This design comes from an exercise in tuning for small area, a short achievable clock period and few clock cycles per item on the open sky130 flow, not from production work. In this exercise RTL edits were held to simulation tests only and were not proved equivalent to the original. Power is estimated from default activity; no workload was simulated.

--- config.mk ---
export PLATFORM = sky130hd
export DESIGN_NAME = datapath
export DESIGN_NICKNAME = datapath
export VERILOG_FILES = /design/flow/design.v
export SDC_FILE = /design/flow/constraint.sdc
export NUM_CORES = 4
export LEC_CHECK = 0
export CAP_MARGIN = 20
export CORE_MARGIN = 2
export CORE_UTILIZATION = 40
export SETUP_SLACK_MARGIN = 3.4
export SLEW_MARGIN = 20
export SYNTH_HIERARCHICAL = 1
--- constraint.sdc ---
create_clock -name core_clock -period 6.2 [get_ports {CLK}]
set_input_delay 1.2400 -clock core_clock [delete_from_list [all_inputs] [get_ports {CLK}]]
set_output_delay 1.2400 -clock core_clock [all_outputs]
set_load 0.01 [all_outputs]
--- design.v ---
`default_nettype none
package mips_isa_pkg;
   typedef logic [4:0]  reg_idx_t;    
   typedef logic [31:0] word_t;       
   localparam logic [5:0] OP_RTYPE = 6'h00;    
   localparam logic [5:0] OP_ADDIU = 6'h09;
   localparam logic [5:0] OP_SLTI  = 6'h0a;
   localparam logic [5:0] OP_ANDI  = 6'h0c;
   localparam logic [5:0] OP_ORI   = 6'h0d;
   localparam logic [5:0] OP_XORI  = 6'h0e;
   localparam logic [5:0] OP_LUI   = 6'h0f;
   localparam logic [5:0] F_SLL  = 6'h00;
   localparam logic [5:0] F_SRL  = 6'h02;
   localparam logic [5:0] F_ADDU = 6'h21;
   localparam logic [5:0] F_SUBU = 6'h23;
   localparam logic [5:0] F_AND  = 6'h24;
   localparam logic [5:0] F_OR   = 6'h25;
   localparam logic [5:0] F_XOR  = 6'h26;
   localparam logic [5:0] F_NOR  = 6'h27;
   localparam logic [5:0] F_SLT  = 6'h2a;
   localparam logic [5:0] F_SLTU = 6'h2b;
   localparam logic [3:0] TT_AND  = 4'b1000;
   localparam logic [3:0] TT_OR   = 4'b1110;
   localparam logic [3:0] TT_XOR  = 4'b0110;
   localparam logic [3:0] TT_NOR  = 4'b0001;
   localparam logic [3:0] TT_PASS = 4'b1010;    
   typedef struct packed {
      logic       sub;         
      logic       sel_add;     
      logic       sel_slt;     
      logic       slt_sgn;     
      logic [3:0] tt;          
      logic       sel_sll;
      logic       sel_srl;
      logic [4:0] shamt;
      logic [3:0] rot_lo;      
      logic [7:0] rot_hi;      
   } ctl_t;
endpackage
`default_nettype wire
`default_nettype none
`timescale 1ns/10ps
module pipe_stage_reg (
   input  logic        CLK,
   input  logic        rst_n,
   input  logic        in_valid,
   input  logic [31:0] in_data,
   input  logic        pop,
   output logic        head_valid,
   output logic [31:0] head
);
   logic [31:0] second;
   logic        second_valid;
   logic        head_load;
   assign head_load = pop || !head_valid;
   always_ff @(posedge CLK) begin
      if (head_load) begin
         head <= second_valid ? second : in_data;
      end
      if (in_valid) begin
         second <= in_data;
      end
   end
   always_ff @(posedge CLK) begin
      if (!rst_n) begin
         head_valid   <= 1'b0;
         second_valid <= 1'b0;
      end else begin
         head_valid   <= head_load ? (second_valid || in_valid) : 1'b1;
         second_valid <= head_valid && (pop ? (second_valid && in_valid)
                                            : (second_valid || in_valid));
      end
   end
endmodule
`default_nettype wire
`default_nettype none
`timescale 1ns/10ps
module register_file (
   input  logic        CLK,
   input  logic        clr,         
   input  logic [31:1] rsel1,       
   input  logic [31:1] rsel2,
   output logic [31:0] rdat1,
   output logic [31:0] rdat2,
   input  logic [31:1] wen,         
   input  logic [31:0] wdat
);
   logic [31:0] regs [1:31];
   logic [31:0] wd;
   assign wd = clr ? 32'b0 : wdat;
   always_ff @(posedge CLK) begin
      for (int i = 1; i < 32; i++) begin
         if (wen[i] || clr) begin
            regs[i] <= wd;
         end
      end
   end
   always_comb begin
      rdat1 = '0;
      rdat2 = '0;
      for (int i = 1; i < 32; i++) begin
         rdat1 = rdat1 | ({32{rsel1[i]}} & regs[i]);
         rdat2 = rdat2 | ({32{rsel2[i]}} & regs[i]);
      end
   end
endmodule
`default_nettype wire
`default_nettype none
`timescale 1ns/10ps
module alu_pg (
   input  logic [31:0] a,
   input  logic [31:0] b,
   input  logic        cin,
   output logic [32:0] ng,      
   output logic [32:0] nt       
);
   assign ng = ~{a & b, cin};
   assign nt = ~{a | b, 1'b0};
endmodule
module alu_prefix #(
   parameter int S   = 1,
   parameter bit INV = 0
) (
   input  logic [32:0] g_in,
   input  logic [32:0] t_in,
   output logic [32:0] g_out,
   output logic [32:0] t_out
);
   always_comb begin
      for (int p = 0; p < 33; p++) begin
         if (p >= S) begin
            if (INV) begin
               g_out[p] = !(g_in[p] | (t_in[p] & g_in[p-S]));
               t_out[p] = !(t_in[p] & t_in[p-S]);
            end else begin
               g_out[p] = !(g_in[p] & (t_in[p] | g_in[p-S]));
               t_out[p] = !(t_in[p] | t_in[p-S]);
            end
         end else begin
            g_out[p] = !g_in[p];
            t_out[p] = !t_in[p];
         end
      end
   end
endmodule
module alu_out (
   input  mips_isa_pkg::ctl_t ctl,
   input  logic               inv,
   input  logic [31:0]        a,
   input  logic [31:0]        b,
   input  logic [31:0]        c,        
   input  logic [31:0]        other,    
   input  logic               fwd1,     
   input  logic               fwd2,     
   input  logic [31:0]        d_op1,
   input  logic [31:0]        d_op2,
   output logic [31:0]        px1,      
   output logic [31:0]        px2,      
   output logic               fa0,      
   output logic               fa1,      
   output logic               fa2,      
   output logic [31:0]        q0,       
   output logic [31:0]        q1,
   output logic [31:0]        q2,
   output logic               q0_lt,    
   output logic               q1_lt,    
   output logic               q2_lt,
   output logic               slt_g,    
   output logic               slt_t,    
   output logic               slt_n     
);
   logic        sa;
   logic        a_msb;
   logic        b_msb;
   logic [31:0] rest;
   logic [31:0] x;
   assign x = a ^ b;
   assign a_msb = a[31] ^ ctl.slt_sgn;
   assign b_msb = b[31] ^ ctl.slt_sgn;
   assign rest  = other;
   assign sa    = ctl.sel_add;
   assign px1   = x;
   assign px2   = x ^ {32{inv}};
   assign fa0   = sa;
   assign fa1   = fwd1 & sa;
   assign fa2   = fwd2 & sa;
   assign q0    = {32{!sa}} & rest;
   assign q1    = ({32{fwd1 & !sa}} & rest) | ({32{!fwd1}} & d_op1);
   assign q2    = ({32{fwd2 & !sa}} & (rest ^ {32{inv}})) | ({32{!fwd2}} & d_op2);
   assign q0_lt = !sa | q0[0];
   assign q1_lt = (fwd1 & !sa) | q1[0];
   assign q2_lt = (fwd2 & !sa) ? !inv : q2[0];
   assign slt_g = ctl.sel_slt & a_msb & b_msb;
   assign slt_t = ctl.sel_slt & (a_msb | b_msb);
   assign slt_n = !ctl.sel_slt;
endmodule
module alu_misc (
   input  mips_isa_pkg::ctl_t ctl,
   input  logic [31:0]        a,
   input  logic [31:0]        b,
   output logic [31:0]        other
);
   logic [31:0] lu;
   logic [31:0] r1;
   logic [31:0] r2;
   logic [31:0] keep;
   always_comb begin
      for (int i = 0; i < 32; i++) begin
         lu[i] = (ctl.tt[3] & a[i] & b[i]) | (ctl.tt[2] & a[i] & !b[i]) |
                 (ctl.tt[1] & !a[i] & b[i]) | (ctl.tt[0] & !a[i] & !b[i]);
      end
   end
   always_comb begin
      for (int i = 0; i < 32; i++) begin
         r1[i] = 1'b0;
         for (int j = 0; j < 4; j++) begin
            r1[i] = r1[i] | (ctl.rot_lo[j] & b[(i - j) & 31]);
         end
      end
      for (int i = 0; i < 32; i++) begin
         r2[i] = 1'b0;
         for (int m = 0; m < 8; m++) begin
            r2[i] = r2[i] | (ctl.rot_hi[m] & r1[(i - 4 * m) & 31]);
         end
      end
   end
   always_comb begin
      for (int i = 0; i < 32; i++) begin
         keep[i] = ctl.sel_sll ? (5'(i) >= ctl.shamt) :
                   ctl.sel_srl ? (5'(31 - i) >= ctl.shamt) : 1'b0;
      end
   end
   assign other = lu | (r2 & keep);
endmodule
module alu_fin (
   input  logic [31:0] c,
   input  logic [31:0] px1,
   input  logic [31:0] px2,
   input  logic        fa0,
   input  logic        fa1,
   input  logic        fa2,
   input  logic [31:0] q0,
   input  logic [31:0] q1,
   input  logic [31:0] q2,
   input  logic        q0_lt,
   input  logic        q1_lt,
   input  logic        q2_lt,
   input  logic        slt_g,
   input  logic        slt_t,
   input  logic        slt_n,
   output logic [31:0] res,
   output logic [31:0] n_op1,
   output logic [31:0] n_op2
);
   logic lt;    
   assign lt    = !(slt_n | slt_g | (slt_t & c[31]));
   assign res   = ({32{fa0}} & (px1 ^ c)) | {q0[31:1], lt ? q0_lt : q0[0]};
   assign n_op1 = ({32{fa1}} & (px1 ^ c)) | {q1[31:1], lt ? q1_lt : q1[0]};
   assign n_op2 = ({32{fa2}} & (px2 ^ c)) | {q2[31:1], lt ? q2_lt : q2[0]};
endmodule
module alu (
   input  mips_isa_pkg::ctl_t  ctl,
   input  logic                inv,
   input  logic [31:0]         op1,
   input  logic [31:0]         op2,
   input  logic                fwd1,
   input  logic                fwd2,
   input  logic [31:0]         d_op1,
   input  logic [31:0]         d_op2,
   output logic [31:0]         res,
   output logic [31:0]         n_op1,
   output logic [31:0]         n_op2
);
   logic [32:0] g0, t0, g1, t1, g2, t2, g3, t3, g4, t4, g5, t5;
   logic [31:0] other;
   logic [31:0] px1, px2, q0, q1, q2;
   logic        fa0, fa1, fa2;
   logic        q0_lt, q1_lt, q2_lt, slt_g, slt_t, slt_n;
   alu_pg u_pg (.a(op1), .b(op2), .cin(ctl.sub), .ng(g0), .nt(t0));
   alu_prefix #(.S(1),  .INV(0)) u_l1 (.g_in(g0), .t_in(t0), .g_out(g1), .t_out(t1));
   alu_prefix #(.S(2),  .INV(1)) u_l2 (.g_in(g1), .t_in(t1), .g_out(g2), .t_out(t2));
   alu_prefix #(.S(4),  .INV(0)) u_l3 (.g_in(g2), .t_in(t2), .g_out(g3), .t_out(t3));
   alu_prefix #(.S(8),  .INV(1)) u_l4 (.g_in(g3), .t_in(t3), .g_out(g4), .t_out(t4));
   alu_prefix #(.S(16), .INV(0)) u_l5 (.g_in(g4), .t_in(t4), .g_out(g5), .t_out(t5));
   alu_misc u_misc (.ctl(ctl), .a(op1), .b(op2), .other(other));
   alu_out  u_out  (.ctl(ctl), .inv(inv), .a(op1), .b(op2), .c(g5[31:0]),
                    .other(other), .fwd1(fwd1), .fwd2(fwd2), .d_op1(d_op1),
                    .d_op2(d_op2), .px1(px1), .px2(px2), .fa0(fa0), .fa1(fa1),
                    .fa2(fa2), .q0(q0), .q1(q1), .q2(q2), .q0_lt(q0_lt),
                    .q1_lt(q1_lt), .q2_lt(q2_lt), .slt_g(slt_g), .slt_t(slt_t),
                    .slt_n(slt_n));
   alu_fin  u_fin  (.c(g5[31:0]), .px1(px1), .px2(px2), .fa0(fa0), .fa1(fa1),
                    .fa2(fa2), .q0(q0), .q1(q1), .q2(q2), .q0_lt(q0_lt),
                    .q1_lt(q1_lt), .q2_lt(q2_lt), .slt_g(slt_g), .slt_t(slt_t),
                    .slt_n(slt_n), .res(res),
                    .n_op1(n_op1), .n_op2(n_op2));
endmodule
`default_nettype wire
`default_nettype none
`timescale 1ns/10ps
module reg_read (
   input  logic [31:0] head,
   output logic [31:1] rsel1,
   output logic [31:1] rsel2,
   input  logic [31:0] rdat1,
   input  logic [31:0] rdat2,
   input  logic        w_wr,       
   input  logic [4:0]  w_sel,
   input  logic [31:0] w_dat,
   output logic [31:0] rd1,
   output logic [31:0] rd2,
   output logic        rtype,      
   output logic        sub         
);
   logic [4:0] rs;
   logic [4:0] rt;
   logic [5:0] opcode;
   logic [5:0] funct;
   assign opcode = head[31:26];
   assign funct  = head[5:0];
   assign rtype  = (opcode == mips_isa_pkg::OP_RTYPE);
   assign sub    = rtype ? (funct == mips_isa_pkg::F_SUBU || funct == mips_isa_pkg::F_SLT ||
                            funct == mips_isa_pkg::F_SLTU)
                         : (opcode == mips_isa_pkg::OP_SLTI);
   assign rs = head[25:21];
   assign rt = head[20:16];
   always_comb begin
      for (int i = 1; i < 32; i++) begin
         rsel1[i] = (rs == 5'(i));
         rsel2[i] = (rt == 5'(i));
      end
   end
   assign rd1 = (w_wr && (w_sel == rs)) ? w_dat : rdat1;
   assign rd2 = (w_wr && (w_sel == rt)) ? w_dat : rdat2;
endmodule
module instr_decode (
   input  logic [31:0]        instr,
   input  logic               rtype,      
   input  logic               sub,
   input  logic [31:0]        rd1,        
   input  logic [31:0]        rd2,
   input  logic               w_wr,       
   input  logic [4:0]         w_sel,
   input  logic [31:0]        w_dat,
   input  logic               e_wr,
   input  logic [4:0]         e_sel,
   output logic [31:0]        op1,
   output logic [31:0]        op2,        
   output logic               fwd1,       
   output logic               fwd2,       
   output mips_isa_pkg::ctl_t ctl,
   output logic [4:0]         wsel,
   output logic               regwr,
   output logic               illegal
);
   logic [5:0]  opcode;
   logic [5:0]  funct;
   logic [4:0]  rs;
   logic [4:0]  rt;
   logic [15:0] imm16;
   logic        legal;
   logic        wf1;
   logic        wf2;
   logic [31:0] imm;
   logic [4:0]  rrot;
   assign rrot = 5'd0 - instr[10:6];    
   assign opcode = instr[31:26];
   assign funct  = instr[5:0];
   assign rs     = instr[25:21];
   assign rt     = instr[20:16];
   assign imm16  = instr[15:0];
   always_comb begin
      ctl     = '0;
      imm     = '0;
      legal   = 1'b1;
      wsel    = rt;
      case (opcode)
         mips_isa_pkg::OP_RTYPE: begin
            wsel = instr[15:11];
            case (funct)
               mips_isa_pkg::F_ADDU: ctl.sel_add = 1'b1;
               mips_isa_pkg::F_SUBU: begin ctl.sel_add = 1'b1; ctl.sub = 1'b1; end
               mips_isa_pkg::F_AND:  ctl.tt = mips_isa_pkg::TT_AND;
               mips_isa_pkg::F_OR:   ctl.tt = mips_isa_pkg::TT_OR;
               mips_isa_pkg::F_XOR:  ctl.tt = mips_isa_pkg::TT_XOR;
               mips_isa_pkg::F_NOR:  ctl.tt = mips_isa_pkg::TT_NOR;
               mips_isa_pkg::F_SLT:  begin ctl.sel_slt = 1'b1; ctl.sub = 1'b1; ctl.slt_sgn = 1'b1; end
               mips_isa_pkg::F_SLTU: begin ctl.sel_slt = 1'b1; ctl.sub = 1'b1; end
               mips_isa_pkg::F_SLL:  begin
                  ctl.sel_sll = 1'b1; ctl.shamt = instr[10:6];
                  ctl.rot_lo = 4'b0001 << instr[7:6];
                  ctl.rot_hi = 8'b0000_0001 << instr[10:8];
               end
               mips_isa_pkg::F_SRL:  begin
                  ctl.sel_srl = 1'b1; ctl.shamt = instr[10:6];
                  ctl.rot_lo = 4'b0001 << rrot[1:0];
                  ctl.rot_hi = 8'b0000_0001 << rrot[4:2];
               end
               default: legal = 1'b0;
            endcase
         end
         mips_isa_pkg::OP_ADDIU: begin ctl.sel_add = 1'b1; imm = {{16{imm16[15]}}, imm16}; end
         mips_isa_pkg::OP_SLTI:  begin
            ctl.sel_slt = 1'b1; ctl.sub = 1'b1; ctl.slt_sgn = 1'b1;
            imm = {{16{imm16[15]}}, imm16};
         end
         mips_isa_pkg::OP_ANDI:  begin ctl.tt = mips_isa_pkg::TT_AND;  imm = {16'b0, imm16}; end
         mips_isa_pkg::OP_ORI:   begin ctl.tt = mips_isa_pkg::TT_OR;   imm = {16'b0, imm16}; end
         mips_isa_pkg::OP_XORI:  begin ctl.tt = mips_isa_pkg::TT_XOR;  imm = {16'b0, imm16}; end
         mips_isa_pkg::OP_LUI:   begin ctl.tt = mips_isa_pkg::TT_PASS; imm = {imm16, 16'b0}; end
         default:  legal = 1'b0;
      endcase
      regwr   = legal && (wsel != 5'd0);    
      illegal = !legal;
   end
   assign wf1  = w_wr && (w_sel == rs);
   assign wf2  = w_wr && (w_sel == rt) && rtype;
   assign op1  = wf1 ? w_dat : rd1;
   assign op2  = (wf2 ? w_dat : rtype ? rd2 : imm) ^ {32{sub}};
   assign fwd1 = e_wr && (e_sel == rs);
   assign fwd2 = e_wr && (e_sel == rt) && rtype;
endmodule
`default_nettype wire
`default_nettype none
`timescale 1ns/10ps
module instr_execute (
   input  mips_isa_pkg::ctl_t ctl,
   input  logic               inv,
   input  logic [31:0]        op1,
   input  logic [31:0]        op2,
   input  logic               fwd1,
   input  logic               fwd2,
   input  logic [31:0]        d_op1,
   input  logic [31:0]        d_op2,
   output logic [31:0]        res,
   output logic [31:0]        n_op1,
   output logic [31:0]        n_op2
);
   alu u_alu (
      .ctl   (ctl),
      .inv   (inv),
      .op1   (op1),
      .op2   (op2),
      .fwd1  (fwd1),
      .fwd2  (fwd2),
      .d_op1 (d_op1),
      .d_op2 (d_op2),
      .res   (res),
      .n_op1 (n_op1),
      .n_op2 (n_op2)
   );
endmodule
`default_nettype wire
`default_nettype none
`timescale 1ns/10ps
module wb_result #(
   parameter int RES_CREDITS = 2
) (
   input  logic CLK,
   input  logic rst_n,
   input  logic de_valid,        
   input  logic de_valid_nx,     
   input  logic res_credit,
   output logic ew_valid,        
   output logic ew_hold,         
   output logic res_valid,       
   output logic instr_credit     
);
   localparam int CW = $clog2(RES_CREDITS + 1);
   logic [CW-1:0] credits;
   logic [CW-1:0] credits_nx;
   logic          ew_valid_nx;
   logic          have_nx;
   assign credits_nx  = credits - CW'(res_valid) + CW'(res_credit);
   assign ew_valid_nx = ew_hold || de_valid;
   assign have_nx     = (credits_nx != '0);
   always_ff @(posedge CLK) begin
      if (!rst_n) begin
         credits      <= CW'(RES_CREDITS);
         ew_valid     <= 1'b0;
         ew_hold      <= 1'b0;
         res_valid    <= 1'b0;
         instr_credit <= 1'b0;
      end else begin
         credits      <= credits_nx;
         ew_valid     <= ew_valid_nx;
         ew_hold      <= ew_valid_nx && !have_nx;
         res_valid    <= ew_valid_nx && have_nx;
         instr_credit <= de_valid_nx && !(ew_valid_nx && !have_nx);
      end
   end
endmodule
`default_nettype wire
`default_nettype none
`timescale 1ns/10ps
module datapath #(
   parameter int INSTR_DEPTH = 4,    
   parameter int RES_CREDITS = 2
) (
   input  logic                CLK,
   input  logic                rst_n,
   input  logic                instr_valid,
   input  logic [31:0]         instr,
   output logic                instr_credit,
   output logic                res_valid,
   output logic [4:0]          res_wsel,
   output logic [31:0]         res_wdat,
   output logic                res_regwr,
   output logic                res_illegal,
   input  logic                res_credit
);
   logic        clr;
   logic        hv;
   logic [31:0] head;
   logic        pop;
   logic [31:1] rsel1;
   logic [31:1] rsel2;
   logic [31:0] rdat1;
   logic [31:0] rdat2;
   logic [31:1] wen;
   logic [31:0] rd1;
   logic [31:0] rd2;
   logic               r_valid;
   logic [31:0]        r_instr;
   logic [31:0]        r_rd1;
   logic [31:0]        r_rd2;
   logic               r_rtype;
   logic               r_sub;
   logic               h_rtype;
   logic               h_sub;
   logic               r_load;
   logic [31:0]        d_op1;
   logic [31:0]        d_op2;
   logic               d_fwd1;
   logic               d_fwd2;
   mips_isa_pkg::ctl_t d_ctl;
   logic [4:0]         d_wsel;
   logic               d_regwr;
   logic               d_illegal;
   logic               de_valid;
   logic               de_valid_nx;
   logic [31:0]        de_op1;
   logic [31:0]        de_op2;
   mips_isa_pkg::ctl_t de_ctl;
   logic [4:0]         de_wsel;
   logic               de_regwr;
   logic               de_illegal;
   logic               de_load;
   logic [31:0]        alu_res;
   logic [31:0]        n_op1;
   logic [31:0]        n_op2;
   logic               ew_valid;
   logic               ew_hold;
   logic [31:0]        ew_wdat;
   logic [4:0]         ew_wsel;
   logic               ew_regwr;
   logic               ew_illegal;
   always_ff @(posedge CLK) begin
      clr <= !rst_n;
   end
   assign de_load     = !de_valid || !ew_hold;
   assign r_load      = !r_valid || de_load;
   assign pop         = r_load && hv;
   assign de_valid_nx = de_load ? r_valid : de_valid;
   pipe_stage_reg u_buf (
      .CLK        (CLK),
      .rst_n      (rst_n),
      .in_valid   (instr_valid),
      .in_data    (instr),
      .pop        (pop),
      .head_valid (hv),
      .head       (head)
   );
   register_file u_register_file (
      .CLK   (CLK),
      .clr   (clr),
      .rsel1 (rsel1),
      .rsel2 (rsel2),
      .rdat1 (rdat1),
      .rdat2 (rdat2),
      .wen   (wen),
      .wdat  (ew_wdat)
   );
   reg_read u_reg_read (
      .head  (head),
      .rsel1 (rsel1),
      .rsel2 (rsel2),
      .rdat1 (rdat1),
      .rdat2 (rdat2),
      .w_wr  (ew_valid && ew_regwr),
      .w_sel (ew_wsel),
      .w_dat (ew_wdat),
      .rd1   (rd1),
      .rd2   (rd2),
      .rtype (h_rtype),
      .sub   (h_sub)
   );
   always_ff @(posedge CLK) begin
      if (!rst_n) begin
         r_valid <= 1'b0;
      end else if (r_load) begin
         r_valid <= hv;
      end
   end
   always_ff @(posedge CLK) begin
      if (r_load) begin
         r_instr <= head;
         r_rd1   <= rd1;
         r_rd2   <= rd2;
         r_rtype <= h_rtype;
         r_sub   <= h_sub;
      end
   end
   instr_decode u_instr_decode (
      .instr   (r_instr),
      .rtype   (r_rtype),
      .sub     (r_sub),
      .rd1     (r_rd1),
      .rd2     (r_rd2),
      .w_wr    (ew_valid && ew_regwr),
      .w_sel   (ew_wsel),
      .w_dat   (ew_wdat),
      .e_wr    (de_valid && de_regwr),
      .e_sel   (de_wsel),
      .op1     (d_op1),
      .op2     (d_op2),
      .fwd1    (d_fwd1),
      .fwd2    (d_fwd2),
      .ctl     (d_ctl),
      .wsel    (d_wsel),
      .regwr   (d_regwr),
      .illegal (d_illegal)
   );
   always_ff @(posedge CLK) begin
      if (!rst_n) begin
         de_valid <= 1'b0;
      end else begin
         de_valid <= de_valid_nx;
      end
   end
   always_ff @(posedge CLK) begin
      if (de_load) begin
         de_op1     <= n_op1;
         de_op2     <= n_op2;
         de_ctl     <= d_ctl;
         de_wsel    <= d_wsel;
         de_regwr   <= d_regwr;
         de_illegal <= d_illegal;
      end
   end
   instr_execute u_instr_execute (
      .ctl   (de_ctl),
      .inv   (r_sub),
      .op1   (de_op1),
      .op2   (de_op2),
      .fwd1  (d_fwd1),
      .fwd2  (d_fwd2),
      .d_op1 (d_op1),
      .d_op2 (d_op2),
      .res   (alu_res),
      .n_op1 (n_op1),
      .n_op2 (n_op2)
   );
   always_ff @(posedge CLK) begin
      if (!ew_hold) begin
         ew_wdat    <= alu_res;
         ew_wsel    <= de_wsel;
         ew_regwr   <= de_regwr;
         ew_illegal <= de_illegal;
      end
   end
   wb_result #(.RES_CREDITS(RES_CREDITS)) u_wb_result (
      .CLK          (CLK),
      .rst_n        (rst_n),
      .de_valid     (de_valid),
      .de_valid_nx  (de_valid_nx),
      .res_credit   (res_credit),
      .ew_valid     (ew_valid),
      .ew_hold      (ew_hold),
      .res_valid    (res_valid),
      .instr_credit (instr_credit)
   );
   always_comb begin
      for (int i = 1; i < 32; i++) begin
         wen[i] = ew_valid && ew_regwr && (ew_wsel == 5'(i));
      end
   end
   assign res_wsel    = ew_wsel;
   assign res_wdat    = ew_wdat;
   assign res_regwr   = ew_regwr;
   assign res_illegal = ew_illegal;
endmodule
`default_nettype wire
--- run.sh ---
#!/bin/bash
# synth_recipe.tcl (not shown) runs the flow's synth.tcl, then flattens the netlist and writes it again
# the make line also repeats each setting of config.mk as NAME=value (left out here)
make -C /OpenROAD-flow-scripts/flow DESIGN_CONFIG=/design/flow/config.mk WORK_HOME=/design/flow/orfs CLKGATE_MAP_FILE= SYNTH_SCRIPT=/design/flow/synth_recipe.tcl finish
==> flow_summary.toml, run 1 <==
[power_and_ir_drop]
power_leakage_nw = 27.5
ir_drop_uv = 225
p_per_area_nw_per_um2 = 286

[setup_path]
worst_ep_required_time_ns = 6.60
r2r_slack_ns = 3.28
cp-end-kind = "register"
crit_family = "simple AND/OR/NAND/NOR gates"
reg2regPathDepth = 6
rr_startpoint = "ew_wsel[0]"
slowest_delay_ns = 0.58
startpoint_type = "register"
crit_slowest_cell = "or4b_1"
path_buf_inv = 3
cp.arrival_ns = 3.32
crit_fanout = 17
timing.rr.end = "u_register_file.regs[18][10]"
crit_top_cell = "buf_4"
worstPathCellList = "buf_4, buf_4, buf_4, or4b_1, nor2_2, or2_4"
setup.worst_path.class = "register to register"

[detailed_routing]
drc = 0
antenna_left = 0
vias = 49500
wl_per_cell_um = 36.4
firstDrtPassIters = 9
drt-total-wl_um = 263000
route.detailed.vias_per_inst = 6.87
drtIter0Drc = 9434

[sta]
drv_slew = 0
min_period_ns = 2.92
fin_worst_skew_ns = 0.0395
maxSlewHeadroom_pct = 21.2
rsz0062_at_grt = "true"
finalSetupViolCount = 0
finalHoldViolCount = 0
tns_ns = 0
fmax_mhz = 342
fin_crit_sh_pct = 47.1
tightest_slew_ns = 1.18

[min_path]
hold_path_depth = 0
min_to = "r_instr[10]"
hp-start = "u_buf.head[10]"
hp-class = "register to register"

[global_route]
grt_pass1_vias = 46600
grt_pass1_wl_um = 348000
grt_max_degree = 98
antenna_found_initial = 19
grt_overflow = 0
track_usage_pct = 30.1

[die]
core_sq_um = 158000
fp.dieArea_sq_um = 163000
std_cell_rows = 146
fp.dieH_um = 403
die_w_um = 403
start_util_pct = 40.3
pin_count = 77

[logic_synthesis]
syn_inst = 4694
ys_warn_count = 19
synth_area_sq_um = 63800
syn_avg_cell_area_sq_um = 13.6
syn_nets = 4735

[layout]
area_delta_synth_final_pct = 18.1
fill_cells = 13700
nNetsFinal = 5060
final_cell_area_sq_um = 75300
drive_gt1_share_pct = 24.6

[clock_network]
cts_made_buffers = 141
tritoncts = "built"
worstSkewPairLatency_ns = 0.79
clkTransAtPathRegs_ns = 0.06
ctsRootBufferMaster = "clkbuf_16"
clock_path_buffers = 3
cts_sinks = 1302
htree_levels = 4

[place]
dpl.hpwl_um = 148000
port_buffers = 76
dpl_cell_area_sq_um = 66900
gp_congestion = 0.993

[run_status]
status = "complete, no violations"

[job]
max_cap_viol_count = 0
report_power, final:
part / internal [mW] / switching (mW) / total (mW)
registers: 10.4 / 0.640 / 11.0
clock network: 4.43 / 3.55 / 7.97
logic: 1.02 / 1.58 / 2.60
routing by layer:
layer,share of wire (%),up-vias,GRT usage (%)
met5,0.076,-,0.714
met4,6.9,10,17.2
met3,14,942,10.2
met2,44,4058,46.1
met1,35,24600,37.0
li1,-,19900,-
worst max path at each step:
stage | slack, ns | from | to | cells after the start
6_report | 3.28 | ew_wsel[0] | u_register_file.regs[18][10] | 6
5_1_grt | 3.28 | u_buf.head[16] | r_rd2[6] | 8
4_1_cts | 3.26 | u_buf.head[22] | r_rd1[7] | 6
3_5_place_dp | 2.64 | u_buf.head[19] | r_rd2[31] | 7
3_3_place_gp | 2.67 | u_buf.head[19] | r_rd2[31] | 7
2_1_floorplan | 3.41 | u_wb_result.ew_hold | u_buf.head[0] | 4
area by class of cell:
type	instances	area [sq um]	area share [%]
flip-flops and latches	1302	39000	51.8
multi-input cells	2973	24000	31.9
repair buffers	520	5080	6.75
clock buffers	181	3760	4.99
well taps	2072	2590	3.44
clock inverters	71	544	0.722
inverters	81	304	0.404
diodes	9	22.5	0.0299
placed cells by master (no fill, tap or decap), drive strengths merged, types with 10 or more instances in the layout:
| cell | n |
|---|---|
| edfxtp | 1291 |
| a22oi | 972 |
| buf | 460 |
| clkbuf | 191 |
| nor2 | 177 |
| mux2 | 164 |
| xor2 | 158 |
| nand4 | 152 |
| nand2 | 146 |
| nand3 | 137 |
| o21ai | 112 |
| a21o | 109 |
| inv | 84 |
| a21oi | 83 |
| nor2b | 80 |
| a22o | 79 |
| xnor2 | 69 |
| or4 | 66 |
| a222oi | 64 |
| a221oi | 64 |
| clkinv | 60 |
| or2 | 41 |
| o22ai | 38 |
| clkdlybuf4s50 | 35 |
| nor3 | 35 |
| mux4 | 32 |
| and3 | 21 |
| mux2i | 19 |
| nor4 | 18 |
| nand2b | 18 |
| dfxtp | 11 |
| nand3b | 10 |
what timing repair did:
action | CTS | global route
endpoints found under the setup margin | 281 | 330
resized for setup | 242 | 198
hold buffers | 0 | 0
setup buffers | 165 | 117
hold endpoints to repair | 0 | 0
gates cloned | 3 | 20
pin swaps | 23 | 120
stage by stage:
step	hold slack (ns)	total power, mW	worst slack [ns]	cells	utilization [%]
2_1_floorplan	0.400	12.2	3.41	4694	-
5_1_grt	0.424	22.1	3.28	7200	47.6
3_5_place_dp	0.405	13.3	2.64	6637	42.3
6_report	0.411	21.6	3.28	7209	47.6
3_3_place_gp	0.405	13.2	2.67	6637	42.3
4_1_cts	0.412	21.3	3.26	7057	46.1
state kept, by name, indices dropped and copies added (netlist names), 2 cells and up:
| signal | cells |
|---|---|
| de_op1 | 32 |
| r_instr | 32 |
| ew_wdat | 32 |
| de_op2 | 32 |
| u_buf.head | 32 |
| u_register_file.regs | 992 |
| r_rd2 | 32 |
| de_ctl | 27 |
| ew_wsel | 5 |
| u_wb_result.credits | 2 |
| de_wsel | 5 |
| u_buf.second | 32 |
| r_rd1 | 32 |
Testbench counts, summed over its fixed seeds: cycles 16,032, items 16,000.
==> inputs of run 2 (changes only) <==
--- a/config.mk
+++ b/config.mk
@@ -11,3 +11,4 @@
 export SETUP_SLACK_MARGIN = 3.4
 export SLEW_MARGIN = 20
 export SYNTH_HIERARCHICAL = 1
+export TNS_END_PERCENT = 10
==> run 2 against run 1 <==
  * Still clean
  * Wire length is 3.4% lower
  * Register-to-register slack worse by 0.06 ns
  * Flip-flop and latch count stayed put
  * Sequential power hardly changed
  * Via count is 1.7% lower
  * First-iteration DRC count is 5.7% lower
  * Critical path type unchanged
  * Largest power group unchanged
==> flow_summary.toml, run 2 <==
[detailed_routing]
firstDrtPassIters = 12
route.detailed.vias_per_inst = 6.87
vias = 48700
drtIter0Drc = 8897
antenna_left = 0
drc = 0
wl_per_cell_um = 35.8
drt-total-wl_um = 254000

[sta]
whs_ns = 0.417
min_period_ns = 2.98
rsz0062_at_grt = "true"
fin_crit_sh_pct = 48.1
fmax_mhz = 335
finalHoldViolCount = 0
maxSlewHeadroom_pct = 23.1
tightest_slew_ns = 1.15
finalSetupViolCount = 0
fin_worst_skew_ns = 0.0342
tns_ns = 0
drv_slew = 0

[die]
die_w_um = 403
start_util_pct = 40.3
fp.dieH_um = 403
std_cell_rows = 146
fp.dieArea_sq_um = 163000
pin_count = 77
core_sq_um = 158000

[clock_network]
worstSkewPairLatency_ns = 0.80
clkTransAtPathRegs_ns = 0.07
clock_path_buffers = 3
htree_levels = 4
ctsRootBufferMaster = "clkbuf_16"
cts_sinks = 1302
cts_made_buffers = 141
tritoncts = "built"
hold_buffers = 0

[place]
gp_congestion = 0.956
dpl.hpwl_um = 148000
dp_cells = 6636
port_buffers = 76

[setup_path]
worst_ep_required_time_ns = 6.72
reg2regPathDepth = 8
setup.worst_path.class = "register to register"
cp-end-kind = "register"
crit_slowest_cell = "or4_1"
startpoint_type = "register"
slowest_delay_ns = 0.61
cp.arrival_ns = 3.50
worstPathCellList = "buf_4, nand2_4, nor3_2, buf_4, a222oi_1, nand3_1, or4_1, mux2_4"
crit_fanout = 22
crit_top_cell = "buf_4"

[layout]
fin_cells = 7090
area_delta_synth_final_pct = 16.0
drive_gt1_share_pct = 21.6
top_register = "u_register_file.regs"
nNetsFinal = 4943
fill_cells = 13600
mostFrequentLayoutCells = "edfxtp_1 (1291), a22oi_1 (931), buf_4 (237)"
largest_register_ffs = 992
final_common_cell = "edfxtp_1"

[global_route]
grt_pass1_wl_um = 350000
grt_pass1_vias = 46700
track_usage_pct = 30.3
grt_overflow = 0
grt_max_degree = 98
antenna_found_initial = 19

[logic_synthesis]
syn_nets = 4735
syn_avg_cell_area_sq_um = 13.6
synth_area_sq_um = 63800
ys_warn_count = 19
syn_inst = 4694

[run_status]
status = "complete, no violations"

[min_path]
hold_path_depth = 0
hp-class = "register to register"

[power_and_ir_drop]
ir_drop_uv = 356
total_power_mw = 21.6
p_per_area_nw_per_um2 = 293
power_leakage_nw = 26.9

[job]
max_cap_viol_count = 0
[run 2: path summary, 6_finish.rpt]
| check | start | to | slack, ns |
|---|---|---|---|
| worst max-delay path | u_buf.head[24] | r_rd1[4] | 3.22 |
| worst min-delay path | u_buf.head[13] | r_instr[13] | 0.42 |
| worst max register to register | u_buf.head[24] | r_rd1[4] | 3.22 |
| worst min register to register | u_buf.head[13] | r_instr[13] | 0.42 |
[run 2: routing by layer]
| metal | up-vias | GRT usage [%] | share of wire (%) |
|---|---|---|---|
| li1 | 19700 | - | - |
| met5 | - | 0 | 0.022 |
| met4 | 10 | 17.7 | 6.6 |
| met1 | 24200 | 37.2 | 35 |
| met2 | 3901 | 46.6 | 45 |
| met3 | 929 | 10.1 | 13 |
[run 2: through the flow]
stage,utilization (%),setup WS [ns],cell area [sq um]
floorplan,-,3.22,63800
global placement,42.3,2.63,66900
detailed placement,42.3,2.64,66900
CTS,46.3,3.22,73400
global route,46.7,3.20,73900
finish,46.7,3.22,74000
[run 2: what timing repair did]
| action | in CTS | in global routing |
|---|---|---|
| gates resized for setup | 238 | 31 |
| buffers inserted | 147 | 24 |
| hold endpoints to repair | 0 | 0 |
| setup endpoints to repair | 1062 | 594 |
| cloned | 11 | 3 |
| pin swaps | 42 | 14 |
[run 2: area by class of cell]
| type | instances | area, sq um | share of cell area, % |
|---|---|---|---|
| repair buffers | 409 | 3940 | 5.32 |
| inverters | 81 | 304 | 0.411 |
| well taps | 2072 | 2590 | 3.51 |
| flip-flops and latches | 1302 | 39000 | 52.7 |
| multi-input cells | 2967 | 23700 | 32.0 |
| clock inverters | 74 | 668 | 0.903 |
| diodes | 4 | 10.0 | 0.0135 |
| clock buffers | 181 | 3780 | 5.12 |
[run 2: worst max-delay path, delay by kind of cell, from the launching register on]
| family | cells | cell delay, ns |
|---|---|---|
| AO/OA/AOI/OAI | 1 | 0.51 |
| buffers and inverters | 2 | 0.47 |
| flip-flops | 1 | 0.48 |
| multiplexers | 1 | 0.31 |
| AND/OR/NAND/NOR | 4 | 0.89 |
[run 2: power breakdown]
part / switching [mW] / internal (mW)
Sequential: 0.639 / 10.4
Clock: 3.59 / 4.64
Combinational: 1.48 / 0.944
==> inputs of run 3 (changes only) <==
--- a/config.mk
+++ b/config.mk
@@ -8,7 +8,9 @@
 export CAP_MARGIN = 20
 export CORE_MARGIN = 2
 export CORE_UTILIZATION = 40
+export CTS_BUF_LIST = sky130_fd_sc_hd__clkbuf_16
+export CTS_CLUSTER_DIAMETER = 90
+export CTS_CLUSTER_SIZE = 20
 export SETUP_SLACK_MARGIN = 3.4
 export SLEW_MARGIN = 20
 export SYNTH_HIERARCHICAL = 1
-export TNS_END_PERCENT = 10
==> run 3 against run 2 <==
  * Still clean on timing, DRC and antenna
  * Global-route usage barely moved
  * Wire length increased by 5.5%
  * Die area is the same
  * Maximum frequency is 2.1% lower
  * Area after synthesis did not move
  * Critical endpoint is now r_rd2[15]
==> flow_summary.toml, run 3 <==
[setup_path]
worstPathCellList = "buf_6, buf_6, nand3b_1, buf_6, buf_6, nor2_4, buf_12, buf_12, a22oi_1, nand4_1, or4_1, mux2_4"
slowest_delay_ns = 0.52
setup.worst_path.class = "register to register"
worst_ep_required_time_ns = 6.70
crit_fanout = 7
path_buf_inv = 6
cp-end-kind = "register"
startpoint_type = "register"
crit_top_cell = "buf_6"
cp.arrival_ns = 3.54
crit_family = "simple AND/OR/NAND/NOR gates"
crit_slowest_cell = "edfxtp_1"

[die]
core_sq_um = 158000
pin_count = 77
std_cell_rows = 146
fp.dieArea_sq_um = 163000
start_util_pct = 40.3
die_w_um = 403
fp.dieH_um = 403

[global_route]
grt_overflow = 0
grt_pass1_vias = 46000
grt_max_degree = 98
track_usage_pct = 30.3
grt_pass1_wl_um = 350000
antenna_found_initial = 15

[power_and_ir_drop]
p_sw_share_pct = 27.6
switching_power_mw = 5.21
p_seq_share_pct = 58.1
ir_drop_uv = 207
power_leakage_nw = 27.1
p_per_area_nw_per_um2 = 252
p_int_mw = 13.7
p_comb_share_pct = 14.3
clkPwrFrac_pct = 27.6

[clock_network]
clkTransAtPathRegs_ns = 0.09
tritoncts = "built"
worstSkewPairLatency_ns = 0.74
ctsRootBufferMaster = "clkbuf_16"
cts_made_buffers = 76
hold_buffers = 0
cts_sinks = 1302
clock_path_buffers = 3
htree_levels = 3

[sta]
finalHoldViolCount = 0
fin_worst_skew_ns = 0.0461
maxSlewHeadroom_pct = 20.7
tightest_slew_ns = 1.18
tns_ns = 0
rsz0062_at_grt = "true"
finalSetupViolCount = 0
fmax_mhz = 328
drv_slew = 0
fin_crit_sh_pct = 49.1
min_period_ns = 3.04

[detailed_routing]
drtIter0Drc = 9320
route.detailed.vias_per_inst = 6.98
firstDrtPassIters = 10
drc = 0
antenna_left = 0
drt-total-wl_um = 268000
wl_per_cell_um = 37.6
vias = 49600

[place]
dpl.hpwl_um = 148000
gp_congestion = 0.993
port_buffers = 76
dpl_cell_area_sq_um = 66900

[logic_synthesis]
syn_inst = 4694
synth_area_sq_um = 63800
syn_nets = 4735
ys_warn_count = 19
syn_avg_cell_area_sq_um = 13.6

[layout]
fill_cells = 13700
top_register = "u_register_file.regs"
mostFrequentLayoutCells = "edfxtp_1 (1291), a22oi_1 (841), buf_4 (299)"
final_cell_area_sq_um = 74900
area_delta_synth_final_pct = 17.5
nNetsFinal = 5050
largest_register_ffs = 992
final_common_cell = "edfxtp_1"
drive_gt1_share_pct = 25.8

[run_status]
status = "complete, no violations"

[min_path]
hp-class = "register to register"

[job]
max_cap_viol_count = 0
==> run 3: cell type report <==
| class | instances | area (sq um) | share of cell area, % |
|---|---|---|---|
| antenna | 11 | 27.5 | 0.0367 |
| timing repair buffer | 573 | 6240 | 8.32 |
| multi-input combinational | 2975 | 24700 | 32.9 |
| clock inverter | 22 | 191 | 0.255 |
| tap | 2072 | 2590 | 3.46 |
| clock buffer | 77 | 1930 | 2.57 |
| sequential | 1302 | 39000 | 52.0 |
| inverter | 81 | 304 | 0.406 |
==> run 3: through the flow <==
step | power [mW] | utilization [%] | instances | setup WS [ns] | hold WS [ns]
2_1_floorplan | 12.2 | - | 4694 | 3.41 | 0.400
3_3_place_gp | 13.2 | 42.3 | 6637 | 2.67 | 0.405
3_5_place_dp | 13.3 | 42.3 | 6637 | 2.64 | 0.405
4_1_cts | 18.5 | 45.3 | 6937 | 3.20 | 0.419
5_1_grt | 19.3 | 47.3 | 7104 | 3.12 | 0.432
6_report | 18.9 | 47.3 | 7113 | 3.16 | 0.422
==> run 3: layer usage <==
metal  track usage (%)  wire length, um  vias up
met4              17.5            19600        4
met5                 0               62        -
met2              46.4           118000     4057
li1                  -                -    19800
met1              37.7            92400    24700
met3              9.72            37600     1019
==> run 3: power groups by stage <==
stage / sequential (mW) / clock [mW] / combinational, mW
floorplan: 10.8 / 0 / 1.36
global placement: 11.2 / 0 / 2.03
detailed placement: 11.2 / 0 / 2.05
CTS: 10.9 / 5.23 / 2.36
global route: 11.0 / 5.53 / 2.79
finish: 11.0 / 5.21 / 2.70
==> run 3: final timing paths <==
path | from | slack [ns] | to | depth (start not counted)
setup / recovery | u_buf.head[20] | 3.16 | r_rd2[15] | 12
hold / removal | u_buf.head[10] | 0.42 | r_instr[10] | 0
setup reg to reg | u_buf.head[20] | 3.16 | r_rd2[15] | 12
hold reg to reg | u_buf.head[10] | 0.42 | r_instr[10] | 0
==> run 3: what timing repair did <==
action,CTS,global route
gates resized for setup,265,313
pin swaps,55,232
cloned,16,32
hold endpoints to repair,0,0
setup endpoints to repair,282,284
buffers inserted,185,126
==> run 3: worst reg2reg max path: stages (launching register included) <==
cell and delay, ns:
edfxtp_1 0.52, buf_6 0.18, buf_6 0.11, nand3b_1 0.15, buf_6 0.16, buf_6 0.10, nor2_4 0.09, buf_12 0.18
buf_12 0.16, a22oi_1 0.15, nand4_1 0.26, or4_1 0.48, mux2_4 0.28
==> inputs of run 4 (changes only) <==
--- a/design.v
+++ b/design.v
@@ -47,15 +47,29 @@
    input  logic [31:0] in_data,
    input  logic        pop,
    output logic        head_valid,
-   output logic [31:0] head
+   output logic [31:0] head,
+   output logic [31:1] head_rs,     
+   output logic [31:1] head_rt      
 );
    logic [31:0] second;
    logic        second_valid;
    logic        head_load;
+   logic [31:0] head_nx;
+   logic [31:1] rs_nx;
+   logic [31:1] rt_nx;
    assign head_load = pop || !head_valid;
+   assign head_nx = second_valid ? second : in_data;
+   always_comb begin
+      for (int i = 1; i < 32; i++) begin
+         rs_nx[i] = (head_nx[25:21] == 5'(i));
+         rt_nx[i] = (head_nx[20:16] == 5'(i));
+      end
+   end
    always_ff @(posedge CLK) begin
       if (head_load) begin
-         head <= second_valid ? second : in_data;
+         head    <= head_nx;
+         head_rs <= rs_nx;
+         head_rt <= rt_nx;
       end
       if (in_valid) begin
          second <= in_data;
@@ -300,6 +314,8 @@
 `timescale 1ns/10ps
 module reg_read (
    input  logic [31:0] head,
+   input  logic [31:1] head_rs,    
+   input  logic [31:1] head_rt,
    output logic [31:1] rsel1,
    output logic [31:1] rsel2,
    input  logic [31:0] rdat1,
@@ -324,12 +340,8 @@
                          : (opcode == mips_isa_pkg::OP_SLTI);
    assign rs = head[25:21];
    assign rt = head[20:16];
-   always_comb begin
-      for (int i = 1; i < 32; i++) begin
-         rsel1[i] = (rs == 5'(i));
-         rsel2[i] = (rt == 5'(i));
-      end
-   end
+   assign rsel1 = head_rs;
+   assign rsel2 = head_rt;
    assign rd1 = (w_wr && (w_sel == rs)) ? w_dat : rdat1;
    assign rd2 = (w_wr && (w_sel == rt)) ? w_dat : rdat2;
 endmodule
@@ -339,11 +351,11 @@
    input  logic               sub,
    input  logic [31:0]        rd1,        
    input  logic [31:0]        rd2,
-   input  logic               w_wr,       
-   input  logic [4:0]         w_sel,
+   input  logic               wf1,
+   input  logic               wf2,
    input  logic [31:0]        w_dat,
-   input  logic               e_wr,
-   input  logic [4:0]         e_sel,
+   input  logic               ef1,
+   input  logic               ef2,
    output logic [31:0]        op1,
    output logic [31:0]        op2,        
    output logic               fwd1,       
@@ -359,8 +371,6 @@
    logic [4:0]  rt;
    logic [15:0] imm16;
    logic        legal;
-   logic        wf1;
-   logic        wf2;
    logic [31:0] imm;
    logic [4:0]  rrot;
    assign rrot = 5'd0 - instr[10:6];    
@@ -413,12 +423,10 @@
       regwr   = legal && (wsel != 5'd0);    
       illegal = !legal;
    end
-   assign wf1  = w_wr && (w_sel == rs);
-   assign wf2  = w_wr && (w_sel == rt) && rtype;
    assign op1  = wf1 ? w_dat : rd1;
    assign op2  = (wf2 ? w_dat : rtype ? rd2 : imm) ^ {32{sub}};
-   assign fwd1 = e_wr && (e_sel == rs);
-   assign fwd2 = e_wr && (e_sel == rt) && rtype;
+   assign fwd1 = ef1;
+   assign fwd2 = ef2;
 endmodule
 `default_nettype wire
 `default_nettype none
@@ -512,6 +520,8 @@
    logic        clr;
    logic        hv;
    logic [31:0] head;
+   logic [31:1] head_rs;
+   logic [31:1] head_rt;
    logic        pop;
    logic [31:1] rsel1;
    logic [31:1] rsel2;
@@ -526,6 +536,14 @@
    logic [31:0]        r_rd2;
    logic               r_rtype;
    logic               r_sub;
+   logic               r_wf1;      
+   logic               r_wf2;
+   logic               r_ef1;      
+   logic               r_ef2;
+   logic               e_nx_wr;    
+   logic [4:0]         e_nx_sel;   
+   logic               w_nx_wr;    
+   logic [4:0]         w_nx_sel;
    logic               h_rtype;
    logic               h_sub;
    logic               r_load;
@@ -569,7 +587,9 @@
       .in_data    (instr),
       .pop        (pop),
       .head_valid (hv),
-      .head       (head)
+      .head       (head),
+      .head_rs    (head_rs),
+      .head_rt    (head_rt)
    );
    register_file u_register_file (
       .CLK   (CLK),
@@ -582,7 +602,9 @@
       .wdat  (ew_wdat)
    );
    reg_read u_reg_read (
-      .head  (head),
+      .head    (head),
+      .head_rs (head_rs),
+      .head_rt (head_rt),
       .rsel1 (rsel1),
       .rsel2 (rsel2),
       .rdat1 (rdat1),
@@ -602,8 +624,16 @@
          r_valid <= hv;
       end
    end
+   assign e_nx_wr  = de_load ? (r_valid && d_regwr) : (de_valid && de_regwr);
+   assign e_nx_sel = de_load ? d_wsel : de_wsel;
+   assign w_nx_wr  = ew_hold ? (ew_valid && ew_regwr) : (de_valid && de_regwr);
+   assign w_nx_sel = ew_hold ? ew_wsel : de_wsel;
    always_ff @(posedge CLK) begin
       if (r_load) begin
+         r_ef1   <= e_nx_wr && (e_nx_sel == head[25:21]);
+         r_ef2   <= e_nx_wr && (e_nx_sel == head[20:16]) && h_rtype;
+         r_wf1   <= w_nx_wr && (w_nx_sel == head[25:21]);
+         r_wf2   <= w_nx_wr && (w_nx_sel == head[20:16]) && h_rtype;
          r_instr <= head;
          r_rd1   <= rd1;
          r_rd2   <= rd2;
@@ -617,11 +647,11 @@
       .sub     (r_sub),
       .rd1     (r_rd1),
       .rd2     (r_rd2),
-      .w_wr    (ew_valid && ew_regwr),
-      .w_sel   (ew_wsel),
+      .wf1     (r_wf1),
+      .wf2     (r_wf2),
       .w_dat   (ew_wdat),
-      .e_wr    (de_valid && de_regwr),
-      .e_sel   (de_wsel),
+      .ef1     (r_ef1),
+      .ef2     (r_ef2),
       .op1     (d_op1),
       .op2     (d_op2),
       .fwd1    (d_fwd1),
--- a/config.mk
+++ b/config.mk
@@ -8,9 +8,6 @@
 export CAP_MARGIN = 20
 export CORE_MARGIN = 2
 export CORE_UTILIZATION = 40
-export CTS_BUF_LIST = sky130_fd_sc_hd__clkbuf_16
-export CTS_CLUSTER_DIAMETER = 90
-export CTS_CLUSTER_SIZE = 20
-export SETUP_SLACK_MARGIN = 3.4
+export SETUP_SLACK_MARGIN = 3.5
 export SLEW_MARGIN = 20
 export SYNTH_HIERARCHICAL = 1
==> run 4 against run 3 <==
  * Still clean on timing, DRC and antenna
  * Worst hold slack better by 0.00053 ns
  * Clock skew up 0.0019 ns
  * Via count up 0.32%
  * Final area up 1.5%
  * Non-clock buffer count down 188
  * Die area up 4.3%
  * First-iteration DRC count down 12%
  * Global-route usage down 1.0 points
  * Sequential power about the same
  * Worst setup slack worse by 0.0078 ns
  * Utilization down 1.3 points
  * Maximum frequency down 0.26%
  * Largest power group unchanged
==> flow_summary.toml, run 4 <==
[layout]
utilization_pct = 46.0
area_delta_synth_final_pct = 14.3
final_common_cell = "edfxtp_1"
drive_gt1_share_pct = 22.5
top_register = "u_register_file.regs"
mostFrequentLayoutCells = "edfxtp_1 (1342), a22oi_1 (875), buf_4 (274)"
fin_cells = 7361
final_cell_area_sq_um = 76100
largest_register_ffs = 992
nNetsFinal = 5093
fill_cells = 14700

[setup_path]
setup.worst_path.class = "register to register"
crit_slowest_cell = "edfxtp_1"
path_buf_inv = 2
cp.arrival_ns = 3.58
cp-end-kind = "register"
slowest_delay_ns = 0.43
startpoint_type = "register"
crit_family = "compound AO/OA/AOI/OAI gates"
worstPathCellList = "buf_12, a22oi_2, nand2_2, buf_4, a22oi_1, nand4_1, a21o_1, nor2b_1, mux2_1, a21o_1"
rr_startpoint = "de_ctl[8]"
crit_fanout = 16
crit_top_cell = "a21o_1"
reg2regPathDepth = 10
r2r_slack_ns = 3.15
worst_ep_required_time_ns = 6.72
timing.rr.end = "de_op1[4]"

[global_route]
track_usage_pct = 29.3
grt_pass1_wl_um = 353000
grt_max_degree = 96
grt_overflow = 0
antenna_found_initial = 15
grt_pass1_vias = 47000

[sta]
fin_worst_skew_ns = 0.0480
min_period_ns = 3.05
fin_crit_sh_pct = 49.2
tns_ns = 0
tightest_slew_ns = 1.15
whs_ns = 0.423
drv_slew = 0
fin_ws_ns = 3.15
rsz0062_at_grt = "true"
fmax_mhz = 328
finalHoldViolCount = 0
maxSlewHeadroom_pct = 22.8
finalSetupViolCount = 0

[clock_network]
tritoncts = "built"
worstSkewPairLatency_ns = 0.80
clock_path_buffers = 3
cts_sinks = 1363
htree_levels = 4
ctsRootBufferMaster = "clkbuf_16"
cts_made_buffers = 148
hold_buffers = 0
clkTransAtPathRegs_ns = 0.06

[detailed_routing]
drc = 0
drtIter0Drc = 8243
route.detailed.vias_per_inst = 6.77
antenna_left = 0
vias = 49800
drt-total-wl_um = 258000
top_layer = "met5"
wl_met3_um = 32400
met2_length_um = 116000
firstDrtPassIters = 10
wl_per_cell_um = 35.0
wl_met1_um = 94000

[logic_synthesis]
synth_area_sq_um = 66600
syn_nets = 4966
ys_warn_count = 18
syn_avg_cell_area_sq_um = 13.5
syn_inst = 4925

[power_and_ir_drop]
power_leakage_nw = 26.5
ir_drop_uv = 288
total_power_mw = 23.7
p_per_area_nw_per_um2 = 312

[min_path]
hp-start = "u_buf.head[14]"
hp-class = "register to register"
hold_path_depth = 0
min_to = "r_instr[14]"

[run_status]
status = "complete, no violations"

[die]
core_sq_um = 165000
start_util_pct = 40.3
die_w_um = 412
pin_count = 77
std_cell_rows = 149
fp.dieH_um = 412
fp.dieArea_sq_um = 170000

[place]
gp_congestion = 0.992
dpl_cell_area_sq_um = 69000
dpl_worst_slack_ns = 2.96
dpl.hpwl_um = 147000
port_buffers = 76
dp_cells = 6911

[job]
max_cap_viol_count = 0
-- run 4: report_power, final --
part | switching [mW] | internal, mW
Combinational | 2.72 | 1.21
Clock | 3.76 | 4.74
Sequential | 0.447 | 10.8
-- run 4: layout make-up --
type,instances,area [sq um],share of cell area (%)
clock inverter,70,654,0.860
timing repair buffer,385,3270,4.30
clock buffer,193,3930,5.16
inverter,92,345,0.454
tap,2189,2740,3.60
antenna,7,17.5,0.0230
multi-input combinational,3062,24400,32.0
sequential,1363,40700,53.6
-- run 4: worst max path at each step --
stage | startpoint | endpoint | slack, ns | depth (start not counted)
after floorplan | u_wb_result.ew_hold | u_buf.head[0] | 3.59 | 5
after global placement | de_op2[31] | de_op2[0] | 2.95 | 9
after detailed placement | de_ctl[18] | de_op2[11] | 2.96 | 7
after CTS | de_ctl[8] | de_op1[12] | 3.26 | 9
after global routing | de_ctl[8] | de_op1[4] | 3.21 | 10
final | de_ctl[8] | de_op1[4] | 3.15 | 10
-- run 4: repair_timing --
| action | in CTS | in global routing |
|---|---|---|
| pin swaps | 26 | 66 |
| setup buffers | 93 | 79 |
| gates resized for setup | 233 | 147 |
| cloned | 0 | 2 |
| endpoints found under the setup margin | 308 | 165 |
-- run 4: per-layer routing --
| metal | track usage, % | vias up |
|---|---|---|
| li1 | - | 20300 |
| met1 | 36.8 | 24800 |
| met2 | 45.4 | 3756 |
| met3 | 9.20 | 853 |
| met4 | 14.8 | 16 |
| met5 | 0.876 | - |
Testbench counts of run 4, summed over its fixed seeds: cycles 16,032, items 16,000.

[what the ideal ports hide]
Ports are ideal in the flow. The routed layouts listed here were re-timed in OpenROAD. Step 1, drivers: a clkbuf_16 drives CLK and a buf_2 each remaining input, both assumed. Step 2 also shifts input and output timing later by t, the mid clock arrival at the registers, as if the neighbouring blocks saw the same clock. Slacks: ideal / step 1 / step 2; pairs: ideal / step 1.
run | t, ns | slack for setup (ns) | latest minus earliest clock arrival (ns) | pins driven straight from the clock port
run 1 | 0.857 | 3.277 / 3.246 / 3.277 | 0.042 / 0.043 | 1
run 2 | 0.867 | 3.218 / 3.176 / 3.218 | 0.034 / 0.035 | 1
run 3 | 0.804 | 3.155 / 3.155 / 3.155 | 0.049 / 0.048 | 1
run 4 | 0.857 | 3.147 / 3.147 / 3.029 | 0.053 / 0.053 | 1
After both steps every run listed still meets setup and hold. For run 4, which loses most, drivers alone change the setup slack by 0.000 ns; drivers and shift together by -0.118 ns.
